This is an optimization exercise on Yosys and OpenROAD, whose aim is small area, a short achievable clock period and few clock cycles per item, not a production implementation. Function was checked by simulation only, so behaviour that the tests miss may differ from the original.

## flow/design.v (module list and top-level ports; edited modules follow where they fit)
// module fp_unpack: 13 lines
// module fp_mul: 649 lines
// module fp_mul_round: 14 lines
// module fp_add: 36 lines
// module int_to_float: 24 lines
// module log2_tables: 64 lines
// module log2_cmul5: 40 lines
// module log2_seq: 209 lines
// module log2_top: 23 lines
module log2_top #(
  parameter int taylor_terms = 9
) (
  input  logic             clk,
  input  logic             arst_n,
  input  log2_pkg::float_t x,
  input  logic             start,
  output log2_pkg::float_t result,
  output logic             busy,
  output logic             done
);
  // ...
==> flow/flow/run.sh <==
#!/bin/bash
# The standard layout (standard.sh, all ORFS steps) with two changes:
# - synthesis keeps the multiplier tree (module fp_mul) apart until the end
#   and extracts full/half adder cells only there, so that ABC maps all the
#   logic after the tree (carry-propagate adder, rounding, alignment, add,
#   normalisation) as one network and sees its whole depth; the standard flow's
#   synthesis script is otherwise unchanged (synth -nofsm -noshare, flatten,
#   rename), so the registers are the standard synthesis's;
# - a larger setup margin for ORFS's timing repair.
# Each tool's output goes to standard.log here and to ORFS's own logs.
set -euo pipefail
here=$(pwd)
sed 's/^  extract_fa {\*}\[dont_use_extract_fa_args\]$/  extract_fa {*}[dont_use_extract_fa_args] fp_mul/' \
  "$FLOW_HOME/scripts/synth.tcl" > "$here/synth_fa.tcl"
grep -q 'extract_fa {\*}\[dont_use_extract_fa_args\] fp_mul' "$here/synth_fa.tcl"
sed "s#source \$::env(SCRIPTS_DIR)/synth.tcl#source $here/synth_fa.tcl#" synth_recipe.tcl > "$here/synth_recipe_fa.tcl"
grep -q "source $here/synth_fa.tcl" "$here/synth_recipe_fa.tcl"
bash standard.sh SYNTH_SCRIPT="$here/synth_recipe_fa.tcl" SYNTH_KEEP_MODULES=fp_mul \
  SETUP_SLACK_MARGIN=7 finish > standard.log 2>&1
==> flow/standard.sh <==
#!/bin/bash
# synth_recipe.tcl (not shown) runs the flow's synth.tcl, then flattens the netlist and writes it again
# the make line also repeats each setting of config.mk as NAME=value (left out here)
make -C /OpenROAD-flow-scripts/flow DESIGN_CONFIG=/design/flow/config.mk WORK_HOME=/design/flow/orfs CLKGATE_MAP_FILE= SYNTH_SCRIPT=/design/flow/synth_recipe.tcl "${@:-finish}"
==> flow/config.mk <==
export PLATFORM = sky130hd
export DESIGN_NAME = log2_top
export DESIGN_NICKNAME = log2_top
export VERILOG_FILES = /design/flow/design.v
export SDC_FILE = /design/flow/constraint.sdc
export NUM_CORES = 4
export LEC_CHECK = 0
export ABC_AREA = 1
export CAP_MARGIN = 20
export CORE_MARGIN = 2
export CORE_UTILIZATION = 40
export SETUP_SLACK_MARGIN = 5
export SLEW_MARGIN = 20
export TNS_END_PERCENT = 5
==> flow/constraint.sdc <==
create_clock -name core_clock -period 18.5 [get_ports {clk}]
set_input_delay 3.7000 -clock core_clock [delete_from_list [all_inputs] [get_ports {clk}]]
set_output_delay 3.7000 -clock core_clock [all_outputs]
set_load 0.01 [all_outputs]
==> run notes, run 1 <==
Status = finished clean
Post-Synth Simple-Gate Area = 40.4%
Core ar. = 88100 um2
WHS Endpoint = u_seq.st[2]
Worst-path fanout max = 29
FF/Latch Area = 2380 um2
Signal buffers = 199
Final hold slack = 0.607 ns
# hold bufs at CTS = 0
Most frequent cells in the layout = nand2_1, inv_1, nand3_1
Final core occ = 42.8%
Clock sink count = 81
Synth Area in Compound Gates = 17.2%
Crit path depth = 56
Top sig layer = met4
Yosys top cell area share = 20.5%
CP max stage delay = 0.57 ns
First-pass GRT wire length = 239000 um
Syn avg cell area = 5.77 um2
Dominant cell by count in the synthesized netlist = nand2_1
Arr. time, crit path = 11.14 ns
Reg2Reg Setup Slack = 7.49 ns
Seq_cells = 81
Testbench counts, summed over its fixed seeds: cycles 29,876, items 2,560.
==> inputs of run 2 (changes only) <==
--- a/flow/flow/run.sh
+++ b/flow/flow/run.sh
@@ -16,4 +16,4 @@
 sed "s#source \$::env(SCRIPTS_DIR)/synth.tcl#source $here/synth_fa.tcl#" synth_recipe.tcl > "$here/synth_recipe_fa.tcl"
 grep -q "source $here/synth_fa.tcl" "$here/synth_recipe_fa.tcl"
 bash standard.sh SYNTH_SCRIPT="$here/synth_recipe_fa.tcl" SYNTH_KEEP_MODULES=fp_mul \
-  SETUP_SLACK_MARGIN=7 finish > standard.log 2>&1
+  SETUP_SLACK_MARGIN=8 finish > standard.log 2>&1
==> run 2 against run 1 <==
Count of clock-buffer cells in the layout stayed put. Core utilization increased by 3.3 points. Non-clock buffer count is 125 higher. First-iteration DRC count rose by 8.3%. Cell count up 1.9%. Sequential cell count unchanged. Critical path depth unchanged. Wire length rose by 5.3%. Final area grew 7.6%.
==> run notes, run 2 <==
Most used cell, CP = nand2_1 (unchanged)
Die width = 302 um (unchanged)
Placer Congestion = 1.07 (unchanged)
Syn avg cell area = 5.77 um2 (unchanged)
Dominant cell by count in the synthesized netlist = nand2_1 (unchanged)
Synth Flop Type = edfxtp_1 (unchanged)
Final max-slew violation count = 0 (unchanged)
Placed cells = 7040 (unchanged)
Register area share after synthesis = 6.73% (unchanged)
Placed inst area = 35500 um2 (unchanged)
CTS clock-pin slew for the worst setup and hold paths = 0.08 ns (was 0.07 ns)
CTS Buffer Depth = 2 (unchanged)
Yosys cell types = 88 (unchanged)
CP max stage delay = 0.67 ns (was 0.57 ns)
Die height = 302 um (unchanged)
Final Setup Violations = 0 (unchanged)
Top cells by count, synth = nand2_1, inv_1, nand3_1, nor2_1, o21ai_0 (unchanged)
Detailed Route WL = 172000 um (was 164000 um)
Max reg flops = 32 (unchanged)
Worst Setup Start Kind = flip-flop (unchanged)
Final cell count without fillers = 7281 (was 7148)
Antenna-violating nets left = 0 (unchanged)
Core ar. = 88100 um2 (unchanged)
Pin count of the biggest net entering global routing = 48 (unchanged)
First-pass DRT Iterations = 9 (unchanged)
WS Path Type = reg -> reg (unchanged)
GRT Util Overall = 35.7% (was 34.6%)
Initial antenna violation count = 4 (was 1)
Yosys top cell area share = 20.5% (unchanged)
Synth area leader = nand2_1 (unchanged)
Layout fillers = 9414 (was 9670)
Die area = 90900 um2 (unchanged)
Crit path required time = 18.64 ns (was 18.63 ns)
Final Instance Area = 40600 um2 (was 37700 um2)
Status = finished clean (unchanged)
Crit share post-route = 57.0% (was 59.5%)
Ranking of synthesized cells by area = nand2_1, fa_1, inv_1, nand3_1, edfxtp_1 (unchanged)
CTS tree = built (unchanged)
DR vias = 43212 (was 41865)
Cell Rows = 109 (unchanged)
# hold bufs at CTS = 0 (unchanged)
Final hold slack = 0.605 ns (was 0.607 ns)
CTS root buffer = clkbuf_16 (unchanged)
Max-cap violations = 0 (unchanged)
First-pass GRT wire length = 246000 um (was 239000 um)
Clock sink count = 81 (unchanged)
Mapped Cells = 6135 (unchanged)
Async SR Flop Fraction = 12.3% (unchanged)
Most frequent cells in the layout = nand2_1, inv_1, nand3_1 (unchanged)
Crit. End Element = flip-flop (unchanged)
Vias in the first global route = 39421 (was 38653)
DRC errors left = 0 (unchanged)
H-tree depth = 3 (unchanged)
Arr. time, crit path = 10.68 ns (was 11.14 ns)
Top Registers = u_seq.acc (32), u_seq.tb (19), u_seq.e (9) (unchanged)
Post-DP HPWL = 126000 um (unchanged)
Initial Util = 40.2% (unchanged)
Worst Hold Class = reg -> reg (unchanged)
Worst-path fanout max = 10 (was 29)
CP max stage cell = fa_1 (unchanged)
Fmax = 94.9 MHz (was 90.9 MHz)
Largest Register = u_seq.acc (unchanged)
Layout Nets = 6429 (was 6295)
Area growth, synth to finish = 14.7% (was 6.60%)
Share of post-route cells with drive strength above 1 = 15.5% (was 9.70%)
Setup TNS = 0 ns (unchanged)
Most common cell after layout, fill and taps aside = nand2_1 (unchanged)
Total grt overflow = 0 (unchanged)
Relative slew margins = 25.5% (was 23.4%)
Number of synthesized flops with an enable pin = 71 (unchanged)
Post-synthesis register bit count = 81 (unchanged)
I/O pin count = 69 (unchanged)
Vias/cell = 5.93 (was 5.86)
Final min period = 10.54 ns (was 11.01 ns)
Worst-Margin Slew = 1.12 ns (was 1.15 ns)
Input/output buffers = 68 (unchanged)
Unrepaired setup endpoints after global routing = yes (unchanged)
WL/cell = 23.7 um (was 22.9 um)
Synth warn = 5 (unchanged)
Final hold violations = 0 (unchanged)
Synth Cell Area = 35400 um2 (unchanged)
CTS Buf Count = 9 (unchanged)
Final Skew = 0.00911 ns (was 0.00810 ns)
Clock Latency Late Sink = 0.38 ns (about the same)
Drt initial violations = 5364 (was 4955)
[run 2: cell counts after synthesis]
No cell type changed its count.
[run 2: stage by stage]
| stage | setup WS [ns] | util, % |
|---|---|---|
| floorplan | 8.62 | - |
| global placement | 4.93 | 40.3 |
| detailed placement | 4.96 | 40.3 |
| CTS | 7.84 | 42.8 |
| global route | 7.55 | 46.1 |
| finish | 7.96 | 46.1 |
[run 2: repair_timing]
item,CTS,global route
cloned,21,16
endpoints found under the hold margin,0,0
setup buffers,65,121
pin swaps,29,139
gates resized for setup,274,396
setup endpoints to repair,72,64
[run 2: path summary, 6_finish.rpt]
| kind | end | startpoint | slack (ns) | depth (start not counted) |
|---|---|---|---|---|
| setup / recovery | u_seq.acc[4] | u_seq.tb[5] | 7.96 | 56 |
| hold / removal | u_seq.st[2] | u_seq.cnt[2] | 0.60 | 1 |
| setup reg to reg | u_seq.acc[4] | u_seq.tb[5] | 7.96 | 56 |
| hold reg to reg | u_seq.st[2] | u_seq.cnt[2] | 0.60 | 1 |
| max in group asynchronous | u_seq.st[3] | arst_n | 14.31 | 1 |
| min in group asynchronous | u_seq.st[3] | arst_n | 3.73 | 1 |
[run 2: layout make-up]
| class | count | area [um2] | share of cell area (%) |
|---|---|---|---|
| diodes | 1 | 2.50 | 0.00616 |
| well taps | 1165 | 1460 | 3.59 |
| clock inverters | 7 | 67.6 | 0.166 |
| flip-flops and latches | 81 | 2380 | 5.87 |
| multi-input cells | 4763 | 29300 | 72.0 |
| clock buffers | 9 | 225 | 0.554 |
| inverters | 923 | 3820 | 9.40 |
| repair inverters | 8 | 58.8 | 0.145 |
| repair buffers | 324 | 3350 | 8.25 |
[run 2: per-module statistics from Yosys (local to each module, per instance)]
module / copies in the design / flip-flops and latches / cell area, um2
fp_mul: 1 / 0 / 13600
log2_top: 1 / 81 / 21900
[run 2: cell families (layout without fill, tap and decap cells)]
logic type                 after synthesis  count (layout)  synth area share [%]
AOI/OAI and AO/OA                     1006            1011                  17.2
xor gates and xnor gates               140             140                  3.55
adders and majority gates              284             284                  15.2
buffers and inverters                 1306            1271                  17.0
DFF                                     81              81                  6.73
other                                    2               5                0.0212
and+or+nand+nor                       3316            3324                  40.4
[run 2: critical path: cells and delay by family, from the launching register on]
| family | cells | cell delay (ns) |
|---|---|---|
| flops | 1 | 0.54 |
| buf+inv | 8 | 1.17 |
| simple gates | 36 | 4.71 |
| xor+xnor | 1 | 0.24 |
| fa+ha+maj | 5 | 2.76 |
| compound gates | 6 | 0.80 |
[run 2: per-layer routing]
metal / share of wire, % / up-vias / wire (um) / global-route usage, %
met5: 0.0081 / - / 14 / 0.106
met4: 8.3 / 2 / 14200 / 21.8
met2: 43 / 2777 / 75000 / 57.3
met1: 37 / 20175 / 63300 / 44.6
met3: 12 / 724 / 19900 / 6.28
li1: - / 19534 / - / -
==> inputs of run 3 (changes only) <==
--- a/flow/flow/run.sh
+++ b/flow/flow/run.sh
@@ -16,4 +16,4 @@
 sed "s#source \$::env(SCRIPTS_DIR)/synth.tcl#source $here/synth_fa.tcl#" synth_recipe.tcl > "$here/synth_recipe_fa.tcl"
 grep -q "source $here/synth_fa.tcl" "$here/synth_recipe_fa.tcl"
 bash standard.sh SYNTH_SCRIPT="$here/synth_recipe_fa.tcl" SYNTH_KEEP_MODULES=fp_mul \
-  SETUP_SLACK_MARGIN=8 finish > standard.log 2>&1
+  SETUP_SLACK_MARGIN=6 finish > standard.log 2>&1
==> run 3 against run 2 <==
Die area unchanged. First-iteration DRC count shrank 8.2%. Final area down 10%. Hold slack better by 0.0023 ns. Clock skew about the same. Wire length decreased by 7.2%. Synthesized cell count stayed put. Critical endpoint is now u_seq.acc[28]. Global-route usage fell by 1.6 points. Synthesized area is the same. Count of clock-buffer cells in the layout stayed put. Worst setup slack got worse by 1.5 ns.
==> run notes, run 3 <==
Worst-path fanout max = 28 (was 10)
Die area = 90900 um2 (unchanged)
Synth warn = 5 (unchanged)
Synth Cell Area = 35400 um2 (unchanged)
Post-DP HPWL = 126000 um (unchanged)
Cell Rows = 109 (unchanged)
Final Skew = 0.00883 ns (was 0.00911 ns)
DR vias = 41292 (was 43212)
Final min period = 12.00 ns (was 10.54 ns)
Vias/cell = 5.81 (was 5.93)
Most common cell after layout, fill and taps aside = nand2_1 (unchanged)
WHS Endpoint = u_seq.st[2] (unchanged)
M2 GR Usage = 55.6% (was 57.3%)
Dominant cell by count in the synthesized netlist = nand2_1 (unchanged)
Worst reg2reg startpoint = u_seq.st[0] (was u_seq.tb[5])
I/O pin count = 69 (unchanged)
Placed inst area = 35500 um2 (unchanged)
Top Registers = u_seq.acc (32), u_seq.tb (19), u_seq.e (9) (unchanged)
Most frequent cells in the layout = nand2_1, inv_1, nand3_1 (unchanged)
GRT met1 Usage = 43.2% (was 44.6%)
Unrepaired setup endpoints after global routing = no (was yes)
Vias in the first global route = 38344 (was 39421)
Arr. time, crit path = 12.08 ns (was 10.68 ns)
Placer Congestion = 1.07 (unchanged)
WHS Path Cells = 1 (unchanged)
Core ar. = 88100 um2 (unchanged)
Final core occ = 41.4% (was 46.1%)
Die width = 302 um (unchanged)
Antenna-violating nets left = 0 (unchanged)
Final Setup Violations = 0 (unchanged)
Syn avg cell area = 5.77 um2 (unchanged)
Max-cap violations = 0 (unchanged)
Reg2Reg Setup Slack = 6.50 ns (was 7.96 ns)
Area growth, synth to finish = 3.09% (was 14.7%)
Register area share after synthesis = 6.73% (unchanged)
CTS root buffer = clkbuf_16 (unchanged)
Final max-slew violation count = 0 (unchanged)
Yosys cell types = 88 (unchanged)
Share of post-route cells with drive strength above 1 = 7.78% (was 15.5%)
Initial antenna violation count = 0 (was 4)
Total grt overflow = 0 (unchanged)
Die height = 302 um (unchanged)
Crit share post-route = 64.9% (was 57.0%)
FF-to-FF End = u_seq.acc[28] (was u_seq.acc[4])
Detailed Route WL = 160000 um (was 172000 um)
WS Path Type = reg -> reg (unchanged)
Layout Nets = 6250 (was 6429)
GRT Max-Usage Layer = met2 (unchanged)
Pin count of the biggest net entering global routing = 48 (unchanged)
Relative slew margins = 26.5% (was 25.5%)
Status = finished clean (unchanged)
Crit. End Element = flip-flop (unchanged)
CTS Buf Count = 9 (unchanged)
CP max stage delay = 0.80 ns (was 0.67 ns)
Worst Hold Class = reg -> reg (unchanged)
CTS tree = built (unchanged)
Fmax = 83.3 MHz (was 94.9 MHz)
H-tree depth = 3 (unchanged)
GRT Util Overall = 34.1% (was 35.7%)
CP max stage cell = clkinv_1 (was fa_1)
Reg2reg path depth = 47 (was 56)
Async SR Flop Fraction = 12.3% (unchanged)
Input/output buffers = 68 (unchanged)
HP Start = u_seq.cnt[2] (unchanged)
Max reg flops = 32 (unchanged)
Final hold violations = 0 (unchanged)
Crit path required time = 18.58 ns (was 18.64 ns)
Worst Setup Start Kind = flip-flop (unchanged)
Top cells by count, synth = nand2_1, inv_1, nand3_1, nor2_1, o21ai_0 (unchanged)
Drt initial violations = 4922 (was 5364)
Mapped Cells = 6135 (unchanged)
DRC errors left = 0 (unchanged)
WL/cell = 22.5 um (was 23.7 um)
First-pass DRT Iterations = 6 (was 9)
Clock Latency Late Sink = 0.38 ns (about the same)
CTS Buffer Depth = 2 (unchanged)
CTS clock-pin slew for the worst setup and hold paths = 0.07 ns (was 0.08 ns)
Initial Util = 40.2% (unchanged)
Worst-Margin Slew = 1.10 ns (was 1.12 ns)
Clock sink count = 81 (unchanged)
First-pass GRT wire length = 236000 um (was 246000 um)
Final Instance Area = 36500 um2 (was 40600 um2)
Synth Flop Type = edfxtp_1 (unchanged)
Synth area leader = nand2_1 (unchanged)
Post-synthesis register bit count = 81 (unchanged)
Largest Register = u_seq.acc (unchanged)
Ranking of synthesized cells by area = nand2_1, fa_1, inv_1, nand3_1, edfxtp_1 (unchanged)
GRT met3 Usage = 5.09% (was 6.28%)
Number of synthesized flops with an enable pin = 71 (unchanged)
Yosys top cell area share = 20.5% (unchanged)
Setup TNS = 0 ns (unchanged)
# hold bufs at CTS = 0 (unchanged)
-- run 3: cell type report --
cell class	instances	area, um2
Antenna cell	1	2.50
Clock buffer	9	225
Clock inverter	7	67.6
Fill cell	9772	51600
Inverter	923	3600
Multi-Input combinational cell	4753	27300
Sequential cell	81	2380
Tap cell	1165	1460
Timing Repair Buffer	160	1450
Timing Repair inverter	3	17.5
-- run 3: cell families (layout without fill, tap and decap cells) --
logic type      after synthesis  in the layout  synth area share (%)
buf+inv                    1306           1102                  17.0
xor+xnor                    140            140                  3.55
other cells                   2              5                0.0212
fa+ha+maj                   284            284                  15.2
simple gates               3316           3316                  40.4
flops                        81             81                  6.73
compound gates             1006           1009                  17.2
-- run 3: per-layer routing --
layer / up-vias / wire [um] / share of wire, %
met5: - / 0 / 0
met4: 0 / 10800 / 6.7
met3: 482 / 16200 / 10
met2: 2462 / 71600 / 45
met1: 19186 / 61400 / 38
li1: 19162 / - / -
-- run 3: metrics by stage --
step           cells  setup slack [ns]  hold slack, ns
2_1_floorplan   6137              8.62           0.488
6_report        7102              6.50           0.607
4_1_cts         7057              6.07           0.599
3_5_place_dp    7040              4.96           0.588
3_3_place_gp    7040              4.93           0.584
5_1_grt         7101              5.98           0.614
-- run 3: critical path, delay by kind of cell (launching register included) --
kind | cells | cell delay (ns)
compound gates | 3 | 0.39
flops | 1 | 0.68
simple gates | 27 | 5.18
xor+xnor | 1 | 0.54
fa+ha+maj | 4 | 2.17
buf+inv | 12 | 2.70
-- run 3: worst max-delay path by stage --
stage                             from            end  slack (ns)
after floorplan            u_seq.st[3]    u_seq.tb[0]        8.62
after global placement     u_seq.st[3]   u_seq.acc[1]        4.93
after detailed placement  u_seq.acc[4]   u_seq.acc[1]        4.96
after CTS                  u_seq.tb[9]   u_seq.acc[1]        6.07
after global routing       u_seq.tb[7]  u_seq.acc[12]        5.98
final                      u_seq.st[0]  u_seq.acc[28]        6.50
-- run 3: timing repair --
action	4_1_cts	5_1_grt
cloned	0	6
resized for setup	24	90
endpoints found under the hold margin	0	0
buffers inserted	1	38
pin swaps	0	4
setup endpoints to repair	51	52
-- run 3: per-module statistics from Yosys (local to each module, per instance) --
module,cells inside,area (um2)
log2_top,4246,21900
fp_mul,1889,13600
==> inputs of run 4 (changes only) <==
--- a/flow/flow/run.sh
+++ b/flow/flow/run.sh
@@ -16,4 +16,4 @@
 sed "s#source \$::env(SCRIPTS_DIR)/synth.tcl#source $here/synth_fa.tcl#" synth_recipe.tcl > "$here/synth_recipe_fa.tcl"
 grep -q "source $here/synth_fa.tcl" "$here/synth_recipe_fa.tcl"
 bash standard.sh SYNTH_SCRIPT="$here/synth_recipe_fa.tcl" SYNTH_KEEP_MODULES=fp_mul \
-  SETUP_SLACK_MARGIN=6 finish > standard.log 2>&1
+  SETUP_SLACK_MARGIN=7 finish > standard.log 2>&1
--- a/flow/config.mk
+++ b/flow/config.mk
@@ -6,9 +6,9 @@
 export NUM_CORES = 4
 export LEC_CHECK = 0
 export ABC_AREA = 1
-export CAP_MARGIN = 20
+export CAP_MARGIN = 10
 export CORE_MARGIN = 2
 export CORE_UTILIZATION = 40
 export SETUP_SLACK_MARGIN = 5
-export SLEW_MARGIN = 20
+export SLEW_MARGIN = 10
 export TNS_END_PERCENT = 5
==> run 4 against run 3 <==
Worst setup slack better by 0.91 ns. First-iteration DRC count up 2.6%. Fmax is 8.2% higher. Cell count rose by 0.69%. Register-to-register slack better by 0.91 ns. Clock skew is 0.0014 ns lower. Global-route usage grew 0.49 points. Wire length grew 2.5%. Count of clock-buffer cells in the layout unchanged. Core utilization up 1.4 points.
==> run notes, run 4 <==
Synth warn = 5 (unchanged)
Most frequent cells in the layout = nand2_1, inv_1, nand3_1 (unchanged)
CTS Buf Count = 9 (unchanged)
GRT Util Overall = 34.6% (was 34.1%)
H-tree depth = 3 (unchanged)
Yosys cell types = 88 (unchanged)
I/O pin count = 69 (unchanged)
Worst reg2reg startpoint = u_seq.tb[7] (was u_seq.st[0])
Initial Util = 40.2% (unchanged)
Crit share post-route = 59.9% (was 64.9%)
Crit path required time = 18.64 ns (was 18.58 ns)
Most common cell after layout, fill and taps aside = nand2_1 (unchanged)
Initial antenna violation count = 1 (was 0)
CTS Buffer Depth = 2 (unchanged)
WHS Path Cells = 1 (unchanged)
Share of post-route cells with drive strength above 1 = 9.79% (was 7.78%)
Most used cell, CP = nand2_1
Syn avg cell area = 5.77 um2 (unchanged)
CP Launch Point = u_seq.tb[7] (was u_seq.st[0])
Top Registers = u_seq.acc (32), u_seq.tb (19), u_seq.e (9) (unchanged)
Worst-path fanout max = 29 (was 28)
Die width = 302 um (unchanged)
DRC errors left = 0 (unchanged)
Final hold violations = 0 (unchanged)
Worst-Margin Slew = 1.29 ns (was 1.10 ns)
Die height = 302 um (unchanged)
Setup TNS = 0 ns (unchanged)
Reg2reg path depth = 57 (was 47)
Pin count of the biggest net entering global routing = 48 (unchanged)
Final worst slack = 7.41 ns (was 6.50 ns)
Register area share after synthesis = 6.73% (unchanged)
First-pass GRT wire length = 239000 um (was 236000 um)
First-pass DRT Iterations = 7 (was 6)
CTS clock-pin slew for the worst setup and hold paths = 0.07 ns (about the same)
Die area = 90900 um2 (unchanged)
HP Start = u_seq.cnt[2] (unchanged)
Final min period = 11.09 ns (was 12.00 ns)
Antenna-violating nets left = 0 (unchanged)
Final max-slew violation count = 0 (unchanged)
Layout Nets = 6298 (was 6250)
Worst Hold Class = reg -> reg (unchanged)
Placer Congestion = 1.07 (unchanged)
Area growth, synth to finish = 6.59% (was 3.09%)
Relative slew margins = 13.6% (was 26.5%)
Ranking of synthesized cells by area = nand2_1, fa_1, inv_1, nand3_1, edfxtp_1 (unchanged)
Unrepaired setup endpoints after global routing = yes (was no)
CTS root buffer = clkbuf_16 (unchanged)
Dominant cell by count in the synthesized netlist = nand2_1 (unchanged)
Cell Rows = 109 (unchanged)
Number of synthesized flops with an enable pin = 71 (unchanged)
Post-DP HPWL = 126000 um (unchanged)
Vias in the first global route = 38653 (was 38344)
Max reg flops = 32 (unchanged)
Detailed Route WL = 164000 um (was 160000 um)
Worst Setup Start Kind = flip-flop (unchanged)
Final Setup Violations = 0 (unchanged)
# hold bufs at CTS = 0 (unchanged)
Status = finished clean (unchanged)
CP max stage cell = fa_1 (was clkinv_1)
Fmax = 90.2 MHz (was 83.3 MHz)
Core ar. = 88100 um2 (unchanged)
WS Path Type = reg -> reg (unchanged)
Vias/cell = 5.84 (was 5.81)
DR vias = 41753 (was 41292)
CP max stage delay = 0.57 ns (was 0.80 ns)
Largest Register = u_seq.acc (unchanged)
Clock Latency Late Sink = 0.38 ns (about the same)
Max-cap violations = 0 (unchanged)
Final Skew = 0.00740 ns (was 0.00883 ns)
Post-synthesis register bit count = 81 (unchanged)
Top cells by count, synth = nand2_1, inv_1, nand3_1, nor2_1, o21ai_0 (unchanged)
Synth Cell Area = 35400 um2 (unchanged)
Input/output buffers = 68 (unchanged)
Async SR Flop Fraction = 12.3% (unchanged)
Synth area leader = nand2_1 (unchanged)
Pre-CTS setup slack = 4.96 ns (unchanged)
Drt initial violations = 5051 (was 4922)
Arr. time, crit path = 11.23 ns (was 12.08 ns)
Total grt overflow = 0 (unchanged)
Layout fillers = 9682 (was 9772)
Mapped Cells = 6135 (unchanged)
Clock sink count = 81 (unchanged)
Crit. End Element = flip-flop (unchanged)
CTS tree = built (unchanged)
WL/cell = 22.9 um (was 22.5 um)
Yosys top cell area share = 20.5% (unchanged)
Synth Flop Type = edfxtp_1 (unchanged)
-- run 4: cell counts after synthesis --
No cell type changed its count.
-- run 4: cells by family (layout without fill, tap and decap cells) --
logic type                 count (synthesis)  in the layout  share of synthesized area [%]
AOI/OAI and AO/OA                       1006           1011                           17.2
xor gates and xnor gates                 140            140                           3.55
adders and majority gates                284            284                           15.2
buffers and inverters                   1306           1146                           17.0
DFF                                       81             81                           6.73
other                                      2              6                         0.0212
and+or+nand+nor                         3316           3318                           40.4
-- run 4: path summary, 6_finish.rpt --
check / end / slack [ns]
worst max-delay path: u_seq.acc[6] / 7.41
min in group asynchronous: u_seq.st[3] / 3.74
max in group asynchronous: u_seq.st[3] / 14.29
worst max register to register: u_seq.acc[6] / 7.41
worst min register to register: u_seq.st[2] / 0.60
worst min-delay path: u_seq.st[2] / 0.60
-- run 4: repair_timing --
| action | in CTS | in global routing |
|---|---|---|
| pin swaps | 5 | 24 |
| buffers inserted | 10 | 66 |
| hold endpoints to repair | 0 | 0 |
| endpoints found under the setup margin | 62 | 58 |
| gates cloned | 6 | 11 |
| resized for setup | 105 | 189 |
-- run 4: area by class of cell --
| cell class | count | area, um2 | share of cell area [%] |
|---|---|---|---|
| diodes | 2 | 5.00 | 0.0133 |
| clock buffers | 9 | 225 | 0.597 |
| clock inverters | 7 | 67.6 | 0.179 |
| inverters | 923 | 3710 | 9.83 |
| multi-input cells | 4757 | 27800 | 73.7 |
| flip-flops and latches | 81 | 2380 | 6.32 |
| well taps | 1165 | 1460 | 3.86 |
| repair buffers | 202 | 2060 | 5.46 |
| repair inverters | 5 | 32.5 | 0.0862 |
-- run 4: metal layers --
| layer | global-route usage (%) | vias up | wire length (um) |
|---|---|---|---|
| li1 | - | 19260 | - |
| met1 | 43.1 | 19412 | 61400 |
| met2 | 56.0 | 2503 | 72600 |
| met3 | 6.20 | 578 | 18000 |
| met4 | 19.9 | 0 | 11900 |
| met5 | 0 | - | 0 |
-- run 4: Yosys stat by module, one instance, submodules excluded --
module	flip-flops and latches	area [um2]	cells inside	times used
log2_top	81	21900	4246	1
fp_mul	0	13600	1889	1
-- run 4: worst max-delay path, delay by kind of cell, from the launching register on --
family / cells / cell delay (ns)
compound gates: 5 / 0.75
xor+xnor: 1 / 0.25
fa+ha+maj: 5 / 2.66
buf+inv: 9 / 1.36
flops: 1 / 0.39
simple gates: 37 / 5.38
-- run 4: through the flow --
step	std cells	hold slack (ns)	util, %	area, um2
after floorplan	6137	0.488	-	35400
after global placement	7040	0.584	40.3	35500
after detailed placement	7040	0.588	40.3	35500
after CTS	7072	0.599	41.2	36300
after global routing	7149	0.614	42.8	37700
final	7151	0.603	42.8	37700
==> module log2_seq, before the edit <==
module log2_seq #(
  parameter int taylor_terms = 9
) (
  input  logic             clk,
  input  logic             arst_n,
  input  log2_pkg::float_t x,
  input  logic             start,
  output log2_pkg::float_t result,
  output logic             busy,
  output logic             done
);
  logic [log2_pkg::n_st-1:0] st;   
  logic [2:0]           cnt;    
  log2_pkg::float_t     acc;    
  logic                 accr;   
  logic [18:0]          tb;     
  logic [7:0]           texp;   
  logic                 tz;     
  logic signed [8:0]    e;      
  log2_pkg::tab_idx_t   k;
  assign result = {acc[31], acc[30:0] + {30'b0, accr}};
  logic s_red, s_hor, s_ln, s_sc, s_nr;
  assign s_red = st[log2_pkg::st_red];
  assign s_hor = st[log2_pkg::st_hor];
  assign s_ln  = st[log2_pkg::st_ln];
  assign s_sc  = st[log2_pkg::st_sc];
  assign s_nr  = st[log2_pkg::st_nr];
  logic [23:0]      recip_sig_x, rs_unused;
  logic [28:0]      recip_k, rk_unused_x;
  log2_pkg::float_t ln_val, ln_unused_x;
  logic [28:0]      cm5;
  logic [23:0]      ny;
  logic [4:0]       nlz;
  log2_tables u_tab_x (   
    .idx       (x_den ? ny[22:19] : x[22:19]),
    .recip_sig (recip_sig_x),
    .recip_k   (rk_unused_x),
    .ln_val    (ln_unused_x)
  );
  log2_tables u_tab_k (
    .idx       (k),
    .recip_sig (rs_unused),
    .recip_k   (recip_k),
    .ln_val    (ln_val)
  );
  log2_cmul5 u_cm5 (
    .lo (acc[4:0]),
    .y  (cm5)
  );
  logic [23:0] mul_a;
  logic [52:0] mul_x, mul_p, mul_ra, mul_rb;
  logic [23:0] mul_x2;
  always_comb begin
    mul_a = s_sc ? (log2_pkg::fp_inv_ln2[23:0] | 24'h800000) : {1'b1, acc[22:0]};
    mul_x = s_red ? {recip_k, 24'b0} : s_sc ? {24'b0, cm5} : '0;
    mul_x2 = !accr ? '0 : s_sc ? (log2_pkg::fp_inv_ln2[23:0] | 24'h800000) : {tb, 5'b0};
  end
  fp_mul u_mul (
    .a (mul_a),
    .b (tb),
    .x (mul_x),
    .x2(mul_x2),
    .ra(mul_ra),
    .rb(mul_rb)
  );
  assign mul_p = mul_ra + mul_rb;
  logic [25:0] pr;
  logic        p_zero;
  logic [9:0]  p_ebase;    
  fp_mul_round u_rnd (
    .prod (mul_p[47:0]),
    .r    (pr)
  );
  always_comb begin
    p_zero  = s_sc ? (acc[30:23] == 8'd0) : tz;
    p_ebase = s_sc ? {2'b0, acc[30:23]} : {2'b0, acc[30:23]} + {2'b0, texp} - 10'd127;
  end
  log2_pkg::float_t p;
  logic [23:0]      p_sig;
  logic [9:0]       p_exp;
  always_comb begin
    if (pr[25]) begin
      p_sig = 24'h800000;
      p_exp = p_ebase + 10'd2;
    end else if (pr[24]) begin
      p_sig = pr[24:1];
      p_exp = p_ebase + 10'd1;
    end else begin
      p_sig = pr[23:0];
      p_exp = p_ebase;
    end
    p = p_zero ? 32'h0 : {acc[31], p_exp[7:0], p_sig[22:0]};
  end
  logic        r_nb, r_inc;
  logic [18:0] t_n;
  always_comb begin
    r_nb  = mul_p[52];
    r_inc = mul_p[28] & ((|mul_p[27:5]) | mul_p[29]);
    if (k == '0)
      t_n = tb;
    else if (r_nb)
      t_n = mul_p[47:29] + {18'b0, r_inc};
    else
      t_n = '0;
  end
  logic [23:0] nv;
  always_comb begin
    if (!busy)      nv = {1'b0, x[22:0]};   
    else if (s_red) nv = {5'b0, t_n};
    else            nv = 24'(25'h100_0000 - {2'b01, acc[22:0]});   
  end
  fp_unpack u_norm (
    .v  (nv),
    .y  (ny),
    .lz (nlz)
  );
  log2_pkg::float_t add_b, add_y, e_f;
  logic             add_r;
  logic [9:0]       add_d;
  logic [4:0]       add_ds;
  int_to_float u_i2f (
    .e (log2_pkg::exp_t'(e)),
    .f (e_f)
  );
  always_comb begin
    if (s_ln)      add_b = ln_val;
    else if (s_sc) add_b = e_f;
    else           add_b = log2_pkg::taylor_coef[32*cnt +: 32];
    add_d  = {2'b0, add_b[30:23]} - (p_zero ? 10'd0 : p_ebase);
    add_ds = (add_d > 10'd31) ? 5'd31 : add_d[4:0];
  end
  fp_add u_add (
    .a   (add_b),
    .r   (p_zero ? 26'b0 : pr),
    .d   (add_ds),
    .sub (add_b[31] ^ acc[31]),
    .y   (add_y),
    .yr  (add_r)
  );
  logic       x_nan, x_zero, x_inf, x_spec, x_pow2, x_den;
  log2_pkg::float_t x_spec_val;
  always_comb begin
    x_nan  = (x[30:23] == 8'hff) && (x[22:0] != '0);
    x_zero = (x[30:0] == '0);
    x_inf  = (x[30:23] == 8'hff);
    x_spec = x_nan || x_zero || x[31] || x_inf;
    x_pow2 = (x[22:0] == '0);     
    x_den  = (x[30:23] == 8'd0);  
    if (x_nan)       x_spec_val = log2_pkg::fp_qnan;
    else if (x_zero) x_spec_val = log2_pkg::fp_neg_inf;
    else if (x[31])  x_spec_val = log2_pkg::fp_qnan;
    else             x_spec_val = log2_pkg::fp_pos_inf;
  end
  logic accept;
  assign accept = start && !busy;
  always_ff @(posedge clk or negedge arst_n) begin
    if (!arst_n) begin
      st   <= '0;
      cnt  <= '0;
      busy <= 1'b0;
      done <= 1'b0;
    end else begin
      st[log2_pkg::st_red] <= accept && !x_spec && !x_pow2;
      st[log2_pkg::st_hor] <= s_red || (s_hor && cnt != 3'd0);
      st[log2_pkg::st_ln]  <= s_hor && cnt == 3'd0;
      st[log2_pkg::st_sc]  <= (accept && !x_spec && x_pow2) || s_ln;
      st[log2_pkg::st_nr]  <= sc_near;
      if (s_red || s_hor) cnt <= s_red ? 3'(taylor_terms - 2) : cnt - 3'd1;
      busy <= accept ? !x_spec : busy && !((s_sc && !sc_near) || s_nr);
      done <= (accept && x_spec) || (s_sc && !sc_near) || s_nr;
    end
  end
  logic use_add, use_p, use_near, acc_en;
  logic sc_near;    
  log2_pkg::float_t acc_d, near;
  logic [18:0] tb_d;
  always_comb begin
    near     = {1'b1, 8'(8'd126 - {3'b0, nlz}), ny[22:0]};   
    sc_near  = s_sc && e == -9'sd1 && !p_zero && p_exp[7:0] == 8'd126;
    use_p    = (s_ln && k == '0) || (s_sc && (e == '0 || sc_near));
    use_near = s_nr;
    use_add  = s_hor || (s_ln && k != '0) || (s_sc && e != '0 && !sc_near);
    acc_en   = accept || s_red || s_hor || s_ln || s_sc || s_nr;
    acc_d    = ({32{accept}} & (x_spec ? x_spec_val :
                                {1'b0, x_pow2 ? 8'h00 : 8'h7f, recip_sig_x[22:0]}))
             | ({32{s_red}} & log2_pkg::taylor_coef[32*(taylor_terms-1) +: 32])
             | ({32{use_add}} & add_y)
             | ({32{use_p}} & p)
             | ({32{use_near}} & near);
    tb_d     = ({19{accept}} & (x_den ? ny[18:0] : x[18:0]))
             | ({19{s_red}} & ny[23:5])
             | ({19{s_ln}} & {1'b1, (k == '0) ? p[22:5] : add_y[22:5]});
  end
  always_ff @(posedge clk) begin
    if (acc_en) begin
      acc  <= acc_d;
      accr <= use_add && add_r;
    end
    if (accept || s_red || s_ln) tb <= tb_d;
    if (accept) begin
      k <= x_den ? ny[22:19] : x[22:19];
      e <= x_den ? 9'd386 - {4'b0, nlz} : {1'b0, x[30:23]} - 9'd127;   
    end
    if (s_red) begin
      texp <= 8'd127 - {3'b0, nlz};
      tz   <= (t_n == '0);
    end
  end
endmodule
==> inputs of run 5 (changes only) <==
--- a/flow/design.v
+++ b/flow/design.v
@@ -1048,7 +1048,7 @@
       done <= (accept && x_spec) || (s_sc && !sc_near) || s_nr;
     end
   end
-  logic use_add, use_p, use_near, acc_en;
+  logic use_add, use_p, use_near;
   logic sc_near;    
   log2_pkg::float_t acc_d, near;
   logic [18:0] tb_d;
@@ -1058,7 +1058,6 @@
     use_p    = (s_ln && k == '0) || (s_sc && (e == '0 || sc_near));
     use_near = s_nr;
     use_add  = s_hor || (s_ln && k != '0) || (s_sc && e != '0 && !sc_near);
-    acc_en   = accept || s_red || s_hor || s_ln || s_sc || s_nr;
     acc_d    = ({32{accept}} & (x_spec ? x_spec_val :
                                 {1'b0, x_pow2 ? 8'h00 : 8'h7f, recip_sig_x[22:0]}))
              | ({32{s_red}} & log2_pkg::taylor_coef[32*(taylor_terms-1) +: 32])
@@ -1070,10 +1069,8 @@
              | ({19{s_ln}} & {1'b1, (k == '0) ? p[22:5] : add_y[22:5]});
   end
   always_ff @(posedge clk) begin
-    if (acc_en) begin
-      acc  <= acc_d;
-      accr <= use_add && add_r;
-    end
+    acc  <= acc_d;
+    accr <= use_add && add_r;
     if (accept || s_red || s_ln) tb <= tb_d;
     if (accept) begin
       k <= x_den ? ny[22:19] : x[22:19];
--- a/flow/config.mk
+++ b/flow/config.mk
@@ -6,9 +6,9 @@
 export NUM_CORES = 4
 export LEC_CHECK = 0
 export ABC_AREA = 1
-export CAP_MARGIN = 10
+export CAP_MARGIN = 20
 export CORE_MARGIN = 2
 export CORE_UTILIZATION = 40
 export SETUP_SLACK_MARGIN = 5
-export SLEW_MARGIN = 10
+export SLEW_MARGIN = 20
 export TNS_END_PERCENT = 5
==> run 5 against run 4 <==
Still clean. Fmax shrank 0.17%. First-iteration DRC count rose by 0.73%. Cell count shrank 0.39%. Count of clock-buffer cells in the layout is the same. Die area is 2.9% lower. Hold slack lost 0.057 ns. Global-route usage increased by 1.2 points. Sequential share of layout area is 0.74 points lower. Critical path type unchanged. Largest cell class unchanged.
==> run notes, run 5 <==
Worst reg2reg startpoint = u_seq.tb[0] (was u_seq.tb[7])
First-pass GRT wire length = 243000 um (was 239000 um)
Layout fillers = 9432 (was 9682)
Final Setup Violations = 0 (unchanged)
Die area = 88300 um2 (was 90900 um2)
Synth warn = 5 (unchanged)
CTS Buffer Depth = 2 (unchanged)
Final worst slack = 7.39 ns (was 7.41 ns)
Yosys cell types = 79 (was 88)
CTS clock-pin slew for the worst setup and hold paths = 0.07 ns (about the same)
Met2 wire length = 74500 um (was 72600 um)
Largest Register = u_seq.acc (unchanged)
WS Path Type = reg -> reg (unchanged)
Initial antenna violation count = 0 (was 1)
H-tree depth = 3 (unchanged)
Worst-path fanout max = 25 (was 29)
Synth Flop Type = edfxtp_1 (unchanged)
Crit share post-route = 60.0% (was 59.9%)
Unrepaired setup endpoints after global routing = yes (unchanged)
CTS root buffer = clkbuf_16 (unchanged)
Fmax = 90.0 MHz (was 90.2 MHz)
Met3 wire len = 16100 um (was 18000 um)
CP max stage cell = edfxtp_1 (was fa_1)
Post-DP HPWL = 129000 um (was 126000 um)
CP Launch Point = u_seq.tb[0] (was u_seq.tb[7])
Area growth, synth to finish = 7.46% (was 6.59%)
Vias/cell = 5.85 (was 5.84)
Met1 WL = 64500 um (was 61400 um)
Max reg flops = 32 (unchanged)
Antenna-violating nets left = 0 (unchanged)
Share of post-route cells with drive strength above 1 = 8.66% (was 9.79%)
Relative slew margins = 31.5% (was 13.6%)
Syn avg cell area = 5.60 um2 (was 5.77 um2)
I/O pin count = 69 (unchanged)
Input/output buffers = 68 (unchanged)
Worst Setup Start Kind = flip-flop (unchanged)
# hold bufs at CTS = 0 (unchanged)
Register area share after synthesis = 5.97% (was 6.73%)
Vias in the first global route = 38341 (was 38653)
Setup TNS = 0 ns (unchanged)
Final max-slew violation count = 0 (unchanged)
Reg2Reg Setup Slack = 7.39 ns (was 7.41 ns)
Most common cell after layout, fill and taps aside = nand2_1 (unchanged)
WL/cell = 23.3 um (was 22.9 um)
DRC errors left = 0 (unchanged)
FF-to-FF End = u_seq.acc[0] (was u_seq.acc[6])
Detailed Route WL = 166000 um (was 164000 um)
Cell Rows = 107 (was 109)
Drt initial violations = 5088 (was 5051)
Crit path required time = 18.74 ns (was 18.64 ns)
Final Skew = 0.0141 ns (was 0.00740 ns)
CTS tree = built (unchanged)
Max-cap violations = 0 (unchanged)
Clock sink count = 81 (unchanged)
Reg2reg path depth = 50 (was 57)
Layout Nets = 6293 (was 6298)
Pre-CTS setup slack = 4.73 ns (was 4.96 ns)
Core ar. = 85100 um2 (was 88100 um2)
Top cells by count, synth = nand2_1, inv_1, nor2_1, nand3_1, o21ai_0 (was nand2_1, inv_1, nand3_1, nor2_1, o21ai_0)
Most frequent cells in the layout = nand2_1, inv_1, nand3_1 (unchanged)
Mapped Cells = 6135 (unchanged)
CTS Buf Count = 9 (unchanged)
Die width = 297 um (was 302 um)
DR vias = 41673 (was 41753)
Antenna cell count = 0 (was 2)
Synth area leader = nand2_1 (unchanged)
Die height = 297 um (was 302 um)
Number of synthesized flops with an enable pin = 38 (was 71)
Yosys top cell area share = 21.8% (was 20.5%)
Final hold violations = 0 (unchanged)
Synth Cell Area = 34400 um2 (was 35400 um2)
Placer Congestion = 1.03 (was 1.07)
Ranking of synthesized cells by area = nand2_1, fa_1, inv_1, nand3_1, nor2_1 (was nand2_1, fa_1, inv_1, nand3_1, edfxtp_1)
Arr. time, crit path = 11.34 ns (was 11.23 ns)
Dominant cell by count in the synthesized netlist = nand2_1 (unchanged)
Final min period = 11.11 ns (was 11.09 ns)
Worst Hold Class = reg -> reg (unchanged)
Status = finished clean (unchanged)
Most used cell, CP = nand2_1 (unchanged)
First-pass DRT Iterations = 7 (unchanged)
CP max stage delay = 0.73 ns (was 0.57 ns)
Crit. End Element = flip-flop (unchanged)
Total grt overflow = 0 (unchanged)
Worst-Margin Slew = 1.02 ns (was 1.29 ns)
Top Registers = u_seq.acc (32), u_seq.tb (19), u_seq.e (9) (unchanged)
Post-synthesis register bit count = 81 (unchanged)
Clock Latency Late Sink = 0.37 ns (was 0.38 ns)
Initial Util = 40.4% (was 40.2%)
Async SR Flop Fraction = 12.3% (unchanged)
CP Capture Point = u_seq.acc[0] (was u_seq.acc[6])
GRT Util Overall = 35.8% (was 34.6%)
Top sig layer = met4 (unchanged)
Pin count of the biggest net entering global routing = 48 (unchanged)
[run 5: cell type report]
class	count	area, um2	share of cell area [%]
Clock buffer	9	225	0.610
Clock inverter	7	51.3	0.139
Inverter	909	3600	9.74
Multi-Input combinational cell	4772	27600	74.8
Sequential cell	81	2060	5.58
Tap cell	1144	1430	3.88
Timing Repair Buffer	197	1920	5.20
Timing Repair inverter	4	26.3	0.0712
[run 5: critical path: cells and delay by family, from the launching register on]
kind | cells | cell delay [ns]
compound gates | 6 | 1.12
xor+xnor | 3 | 0.68
fa+ha+maj | 5 | 2.94
buf+inv | 7 | 1.09
flops | 1 | 0.73
simple gates | 29 | 4.34
[run 5: stage by stage]
stage               hold WS, ns  utilization, %  instances  area (um2)
floorplan                 0.489               -       6137       34400
global placement          0.538            40.8       7030       34700
detailed placement        0.523            40.8       7031       34800
CTS                       0.540            41.8       7070       35600
global route              0.628            43.4       7123       36900
finish                    0.547            43.4       7123       36900
[run 5: repair_timing]
action,in CTS,in global routing
gates cloned,5,6
setup endpoints to repair,66,56
resized for setup,87,247
endpoints found under the hold margin,0,0
buffers inserted,18,47
pin swaps,7,18
[run 5: cells by family after synthesis]
kind of cell	count (synthesis)	synth area share (%)
xor gates and xnor gates	150	3.97
buffers and inverters	1290	16.5
and+or+nand+nor	3352	40.9
other	2	0.0219
AOI/OAI and AO/OA	976	17.0
DFF	81	5.97
adders and majority gates	284	15.6
[run 5: modules after synthesis (local to each module, per instance)]
| module | area (um2) | flops+latches | cells inside | times used |
|---|---|---|---|---|
| fp_mul | 13600 | 0 | 1889 | 1 |
| log2_top | 20800 | 81 | 4246 | 1 |
[run 5: routing by layer]
| layer | GRT usage, % | up-vias |
|---|---|---|
| met2 | 59.1 | 2452 |
| met1 | 45.7 | 19456 |
| met5 | 0 | - |
| met4 | 18.3 | 0 |
| met3 | 4.78 | 536 |
| li1 | - | 19229 |
[run 5: how the worst min path moves through the flow]
stage | from | depth (start not counted) | end | slack [ns]
floorplan | u_seq.cnt[1] | 2 | u_seq.cnt[1] | 0.49
global placement | u_seq.cnt[1] | 2 | u_seq.cnt[1] | 0.54
detailed placement | u_seq.cnt[1] | 2 | u_seq.cnt[1] | 0.52
CTS | u_seq.cnt[1] | 2 | u_seq.cnt[1] | 0.54
global route | u_seq.cnt[1] | 2 | u_seq.cnt[1] | 0.63
finish | u_seq.cnt[1] | 2 | u_seq.cnt[1] | 0.55
Testbench counts of run 5, summed over its fixed seeds: cycles 29,876, items 2,560.
==> inputs of run 6 (changes only) <==
--- a/flow/config.mk
+++ b/flow/config.mk
@@ -11,4 +11,3 @@
 export CORE_UTILIZATION = 40
 export SETUP_SLACK_MARGIN = 5
 export SLEW_MARGIN = 20
-export TNS_END_PERCENT = 5
==> run 6 against run 5 <==
Count of clock-buffer cells in the layout unchanged. Critical path depth up 1. Sequential cell count unchanged. Clock skew down 0.00081 ns. Die area unchanged. Synthesized cell count unchanged. Fmax up 0.33%. Global-route usage about the same. Cell count about the same. Final area down 0.22%. Hold slack better by 0.0019 ns. Wire length down 0.29%. Critical endpoint is now u_seq.tb[17].
==> run notes, run 6 <==
Status = finished clean (unchanged)
Detailed Route WL = 166000 um (about the same)
Worst-path fanout max = 25 (unchanged)
Die height = 297 um (unchanged)
Crit path required time = 18.60 ns (was 18.74 ns)
First-pass DRT Iterations = 11 (was 7)
Final worst slack = 7.43 ns (was 7.39 ns)
Post-synthesis register bit count = 81 (unchanged)
Antenna cell count = 0 (unchanged)
Syn avg cell area = 5.60 um2 (unchanged)
Synth warn = 5 (unchanged)
Mapped Cells = 6135 (unchanged)
Final Skew = 0.0133 ns (was 0.0141 ns)
Layout fillers = 9440 (was 9432)
Core ar. = 85100 um2 (unchanged)
Placer Congestion = 1.03 (unchanged)
Cell Rows = 107 (unchanged)
I/O pin count = 69 (unchanged)
Top Registers = u_seq.acc (32), u_seq.tb (19), u_seq.e (9) (unchanged)
WL/cell = 23.3 um (about the same)
Setup TNS = 0 ns (unchanged)
GRT Util Overall = 35.8% (about the same)
Clock Latency Late Sink = 0.37 ns (about the same)
Max reg flops = 32 (unchanged)
Synth Flop Type = edfxtp_1 (unchanged)
Die area = 88300 um2 (unchanged)
Crit share post-route = 59.8% (was 60.0%)
Register area share after synthesis = 5.97% (unchanged)
Largest Register = u_seq.acc (unchanged)
Crit. End Element = flip-flop (unchanged)
Layout Nets = 6290 (was 6293)
Pin count of the biggest net entering global routing = 48 (unchanged)
Vias in the first global route = 38401 (was 38341)
WHS Path Cells = 2 (unchanged)
Arr. time, crit path = 11.17 ns (was 11.34 ns)
CTS Buf Count = 9 (unchanged)
Pre-CTS setup slack = 4.73 ns (unchanged)
CTS tree = built (unchanged)
Post-DP HPWL = 129000 um (unchanged)
Worst Hold Class = reg -> reg (unchanged)
Top cells by count, synth = nand2_1, inv_1, nor2_1, nand3_1, o21ai_0 (unchanged)
Worst-Margin Slew = 1.03 ns (was 1.02 ns)
H-tree depth = 3 (unchanged)
Area growth, synth to finish = 7.23% (was 7.46%)
HP Start = u_seq.cnt[1] (unchanged)
Final max-slew violation count = 0 (unchanged)
CP Launch Point = u_seq.tb[0] (unchanged)
CP max stage delay = 0.71 ns (was 0.73 ns)
CTS clock-pin slew for the worst setup and hold paths = 0.07 ns (about the same)
DR vias = 41665 (was 41673)
Async SR Flop Fraction = 12.3% (unchanged)
Yosys top cell area share = 21.8% (unchanged)
Final min period = 11.07 ns (was 11.11 ns)
DRC errors left = 0 (unchanged)
Clock sink count = 81 (unchanged)
WS Path Type = reg -> reg (unchanged)
Initial Util = 40.4% (unchanged)
Final hold violations = 0 (unchanged)
Yosys cell types = 79 (unchanged)
Synth Cell Area = 34400 um2 (unchanged)
Initial antenna violation count = 0 (unchanged)
First-pass GRT wire length = 243000 um (about the same)
WHS Endpoint = u_seq.cnt[1] (unchanged)
Drt initial violations = 5204 (was 5088)
Worst Setup Start Kind = flip-flop (unchanged)
Share of post-route cells with drive strength above 1 = 8.37% (was 8.66%)
Number of synthesized flops with an enable pin = 38 (unchanged)
Relative slew margins = 31.4% (was 31.5%)
FF-to-FF End = u_seq.tb[17] (was u_seq.acc[0])
Total grt overflow = 0 (unchanged)
Synth area leader = nand2_1 (unchanged)
Most frequent cells in the layout = nand2_1, inv_1, nand3_1 (unchanged)
Reg2reg path depth = 51 (was 50)
Most common cell after layout, fill and taps aside = nand2_1 (unchanged)
Dominant cell by count in the synthesized netlist = nand2_1 (unchanged)
CTS root buffer = clkbuf_16 (unchanged)
Reg2Reg Setup Slack = 7.43 ns (was 7.39 ns)
Ranking of synthesized cells by area = nand2_1, fa_1, inv_1, nand3_1, nor2_1 (unchanged)
Max-cap violations = 0 (unchanged)
Antenna-violating nets left = 0 (unchanged)
Most used cell, CP = nand2_1 (unchanged)
# hold bufs at CTS = 0 (unchanged)
CTS Buffer Depth = 2 (unchanged)
Input/output buffers = 68 (unchanged)
Final Setup Violations = 0 (unchanged)
CP max stage cell = edfxtp_1 (unchanged)
Die width = 297 um (unchanged)
Vias/cell = 5.85 (about the same)
Fmax = 90.3 MHz (was 90.0 MHz)
Unrepaired setup endpoints after global routing = no (was yes)
Worst reg2reg startpoint = u_seq.tb[0] (unchanged)
run 6: cell count changes in the layout (fill, tap and decap cells not counted), sizes merged:
cell	delta
clkinv	+4
inv	-3
buf	-1
clkbuf	-1
clkinvlp	-1
nand2	-1
run 6: cells by family after synthesis:
kind of cell / count (synthesis) / share of synthesized area, %
other: 2 / 0.0219
flip-flops: 81 / 5.97
AND/OR/NAND/NOR: 3352 / 40.9
buffers and inverters: 1290 / 16.5
AO/OA/AOI/OAI: 976 / 17.0
XOR/XNOR: 150 / 3.97
adder cells (fa/ha/maj): 284 / 15.6
run 6: timing repair:
action,in CTS,in global routing
gates resized for setup,100,212
endpoints found under the setup margin,66,56
pin swaps,7,17
cloned,5,5
setup buffers,18,45
run 6: Yosys stat by module, one instance, submodules excluded:
module | cells | times used | flops+latches
log2_top | 4246 | 1 | 81
fp_mul | 1889 | 1 | 0
run 6: how the worst max path moves through the flow:
stage	end	slack, ns	depth (start not counted)
global route	u_seq.acc[0]	6.87	64
detailed placement	u_seq.acc[1]	4.73	49
floorplan	u_seq.tb[0]	8.31	62
finish	u_seq.tb[17]	7.43	51
CTS	u_seq.tb[2]	7.01	57
global placement	u_seq.acc[1]	4.74	49
run 6: stage by stage:
step / instances / utilization (%) / instance area [um2] / hold WS [ns]
floorplan: 6137 / - / 34400 / 0.489
global placement: 7030 / 40.8 / 34700 / 0.538
detailed placement: 7031 / 40.8 / 34800 / 0.523
CTS: 7070 / 41.8 / 35600 / 0.540
global route: 7120 / 43.3 / 36800 / 0.628
finish: 7120 / 43.3 / 36800 / 0.549
run 6: metal layers:
layer | GRT usage [%] | wire length (um) | vias to the layer above
li1 | - | - | 19223
met1 | 45.5 | 63600 | 19400
met2 | 59.2 | 74600 | 2506
met3 | 4.87 | 16400 | 536
met4 | 18.4 | 11200 | 0
met5 | 0 | 0 | -
run 6: area by class of cell:
type	instances	area, um2	share of cell area, %
clock buffer	9	225	0.611
clock inverter	7	51.3	0.139
inverter	909	3590	9.76
multi-input combinational	4771	27500	74.8
sequential	81	2060	5.59
tap	1144	1430	3.89
timing repair buffer	195	1900	5.17
timing repair inverter	4	26.3	0.0713
run 6: worst max-delay path, delay by kind of cell, from the launching register on:
kind	cells	cell delay [ns]
buffers and inverters	7	1.13
flip-flops	1	0.71
adder cells (fa/ha/maj)	5	2.82
AO/OA/AOI/OAI	6	1.52
XOR/XNOR	2	0.46
AND/OR/NAND/NOR	31	4.11
==> inputs of run 7 (changes only) <==
--- a/flow/config.mk
+++ b/flow/config.mk
@@ -8,6 +8,6 @@
 export ABC_AREA = 1
 export CAP_MARGIN = 20
 export CORE_MARGIN = 2
-export CORE_UTILIZATION = 40
+export CORE_UTILIZATION = 50
 export SETUP_SLACK_MARGIN = 5
 export SLEW_MARGIN = 20
==> run 7 against run 6 <==
Global-route usage is 8.4 points higher. Non-clock buffer count decreased by 5. Core utilization increased by 10 points. Worst setup slack got worse by 0.093 ns. Wire length fell by 1.6%. Hold slack better by 0.0040 ns. Sequential share of layout area about the same. Count of clock-buffer cells in the layout unchanged. Critical endpoint is now u_seq.tb[0]. Highest routed layer unchanged.
==> run notes, run 7 <==
Status = finished clean (unchanged)
CP max stage cell = fa_1 (was edfxtp_1)
Final Setup Violations = 0 (unchanged)
CTS clock-pin slew for the worst setup and hold paths = 0.07 ns (about the same)
# hold bufs at CTS = 0 (unchanged)
Worst-Margin Slew = 1.06 ns (was 1.03 ns)
Multi-input gate area = 27500 um2 (about the same)
Mapped Cells = 6135 (unchanged)
CTS root buffer = clkbuf_16 (unchanged)
Yosys top cell area share = 21.8% (unchanged)
Number of synthesized flops with an enable pin = 38 (unchanged)
Top Registers = u_seq.acc (32), u_seq.tb (19), u_seq.e (9) (unchanged)
Crit share post-route = 60.3% (was 59.8%)
Initial Util = 50.3% (was 40.4%)
Synth warn = 5 (unchanged)
Die area = 70800 um2 (was 88300 um2)
Most common cell after layout, fill and taps aside = nand2_1 (unchanged)
Post-DP HPWL = 124000 um (was 129000 um)
Pin count of the biggest net entering global routing = 48 (unchanged)
Share of post-route cells with drive strength above 1 = 8.15% (was 8.37%)
Max reg flops = 32 (unchanged)
Clock sink count = 81 (unchanged)
Crit. End Element = flip-flop (unchanged)
First-pass DRT Iterations = 10 (was 11)
CTS Buf Count = 9 (unchanged)
Max-cap violations = 0 (unchanged)
Total grt overflow = 0 (unchanged)
Antenna cell count = 0 (unchanged)
CTS Buffer Depth = 2 (unchanged)
Initial antenna violation count = 2 (was 0)
Register area share after synthesis = 5.97% (unchanged)
Vias/cell = 6.13 (was 5.85)
Relative slew margins = 29.5% (was 31.4%)
Yosys cell types = 79 (unchanged)
Top cells by count, synth = nand2_1, inv_1, nor2_1, nand3_1, o21ai_0 (unchanged)
Worst-path fanout max = 23 (was 25)
Pre-CTS setup slack = 5.06 ns (was 4.73 ns)
WS Path Type = reg -> reg (unchanged)
Fmax = 89.6 MHz (was 90.3 MHz)
Core ar. = 68300 um2 (was 85100 um2)
GRT Util Overall = 44.2% (was 35.8%)
Dominant cell by count in the synthesized netlist = nand2_1 (unchanged)
Crit path required time = 18.54 ns (was 18.60 ns)
I/O pin count = 69 (unchanged)
Largest Register = u_seq.acc (unchanged)
Final worst slack = 7.34 ns (was 7.43 ns)
Layout fillers = 7375 (was 9440)
Synth Cell Area = 34400 um2 (unchanged)
Die width = 266 um (was 297 um)
Worst Hold Class = reg -> reg (unchanged)
Final max-slew violation count = 0 (unchanged)
Cell Rows = 96 (was 107)
Post-synthesis register bit count = 81 (unchanged)
Final core occ = 53.6% (was 43.3%)
Vias in the first global route = 38589 (was 38401)
Input/output buffers = 68 (unchanged)
Synth Flop Type = edfxtp_1 (unchanged)
CTS tree = built (unchanged)
Drt initial violations = 5815 (was 5204)
Most frequent cells in the layout = nand2_1, inv_1, nand3_1 (unchanged)
Antenna-violating nets left = 0 (unchanged)
Clock Latency Late Sink = 0.36 ns (was 0.37 ns)
Most used cell, CP = nand2_1 (unchanged)
WL/cell = 23.8 um (was 23.3 um)
Final min period = 11.16 ns (was 11.07 ns)
Async SR Flop Fraction = 12.3% (unchanged)
Final hold violations = 0 (unchanged)
Setup TNS = 0 ns (unchanged)
H-tree depth = 3 (unchanged)
FF/Latch Area = 2060 um2 (about the same)
First-pass GRT wire length = 237000 um (was 243000 um)
Area growth, synth to finish = 6.64% (was 7.23%)
Placer Congestion = 1.11 (was 1.03)
Layout Nets = 6287 (was 6290)
DR vias = 42019 (was 41665)
Final Skew = 0.00950 ns (was 0.0133 ns)
Worst Setup Start Kind = flip-flop (unchanged)
Syn avg cell area = 5.60 um2 (unchanged)
Arr. time, crit path = 11.21 ns (was 11.17 ns)
DRC errors left = 0 (unchanged)
Final hold slack = 0.552 ns (was 0.549 ns)
Synth area leader = nand2_1 (unchanged)
CP max stage delay = 0.61 ns (was 0.71 ns)
Detailed Route WL = 163000 um (was 166000 um)
Unrepaired setup endpoints after global routing = no (unchanged)
Ranking of synthesized cells by area = nand2_1, fa_1, inv_1, nand3_1, nor2_1 (unchanged)
Die height = 266 um (was 297 um)
## run 7: critical path: cells and delay by family (launching register included)
kind | cells | cell delay (ns)
simple gates | 38 | 5.35
compound gates | 4 | 0.82
xor+xnor | 1 | 0.13
fa+ha+maj | 5 | 2.62
buf+inv | 10 | 1.44
flops | 1 | 0.38
## run 7: per-layer routing
metal  share of wire, %  wire (um)  global-route usage (%)  vias to the layer above
met5                  0          0                       0                        -
met2                 44      71100                    71.4                     2713
li1                   -          -                       -                    19212
met1                 36      58600                    51.9                    19251
met3                 10      17000                    8.39                      843
met4                 10      16300                    33.8                        0
## run 7: cell type report
class / count / share of cell area [%]
clock inverter: 7 / 0.290
clock buffer: 9 / 0.615
sequential: 81 / 5.61
inverter: 909 / 9.82
multi-input combinational: 4775 / 75.1
tap: 882 / 3.01
timing repair buffer: 190 / 5.49
timing repair inverter: 2 / 0.0341
## run 7: path summary, 6_finish.rpt
check	startpoint	end	slack, ns	cells after the start
hold reg to reg	u_seq.cnt[1]	u_seq.cnt[1]	0.55	2
setup / recovery	u_seq.tb[9]	u_seq.tb[0]	7.34	58
min in group asynchronous	arst_n	u_seq.done	3.75	1
hold / removal	u_seq.cnt[1]	u_seq.cnt[1]	0.55	2
setup reg to reg	u_seq.tb[9]	u_seq.tb[0]	7.34	58
max in group asynchronous	arst_n	u_seq.st[3]	14.30	1
## run 7: per-module statistics from Yosys (local to each module, per instance)
module    flops+latches  cells inside  times used
log2_top             81          4246           1
fp_mul                0          1889           1
## run 7: per-stage QoR
step,instance area [um2],std cells
after floorplan,34400,6137
after global placement,34400,6766
after detailed placement,34400,6766
after CTS,35500,6817
after global routing,36600,6855
final,36600,6855
## run 7: cells by family (layout without fill, tap and decap cells)
family	after synthesis	after routing	share of synthesized area, %
AND/OR/NAND/NOR	3352	3356	40.9
AO/OA/AOI/OAI	976	981	17.0
flip-flops	81	81	5.97
other	2	4	0.0219
XOR/XNOR	150	150	3.97
adder cells (fa/ha/maj)	284	284	15.6
buffers and inverters	1290	1117	16.5
## run 7: what timing repair did
action,4_1_cts,5_1_grt
endpoints found under the setup margin,61,56
gates resized for setup,116,189
hold endpoints to repair,0,0
cloned,6,9
pin swaps,12,13
setup buffers,29,28

==> static timing again, ports no longer ideal <==
In the flow no input, the clock included, has a driving cell. The finished layouts below were timed again as built, in two steps. Step 1, drivers: a clkbuf_16 drives clk and a buf_2 each remaining input, both assumed. Step 2, shift: input delay + t, output delay - t, t = (earliest + latest rising clock arrival at the registers) / 2. This alone moves slack from input paths to output paths. Three values: ideal, step 1, step 2; two values: the first two.
| run | t (ns) | setup slack, ns | worst register clock-pin slew, ns | cell pins on the clock port's net |
|---|---|---|---|---|
| run 1 | 0.425 | 7.494 / 7.494 / 7.494 | 0.08 / 0.08 | 1 |
| run 2 | 0.423 | 7.958 / 7.958 / 7.958 | 0.08 / 0.08 | 1 |
| run 3 | 0.431 | 6.499 / 6.499 / 6.499 | 0.08 / 0.08 | 1 |
| run 4 | 0.423 | 7.413 / 7.413 / 7.413 | 0.07 / 0.07 | 1 |
| run 5 | 0.413 | 7.394 / 7.394 / 7.394 | 0.08 / 0.08 | 1 |
| run 6 | 0.416 | 7.430 / 7.430 / 7.430 | 0.08 / 0.08 | 1 |
| run 7 | 0.413 | 7.337 / 7.337 / 7.337 | 0.08 / 0.08 | 1 |
After both steps every run listed still meets setup and hold.
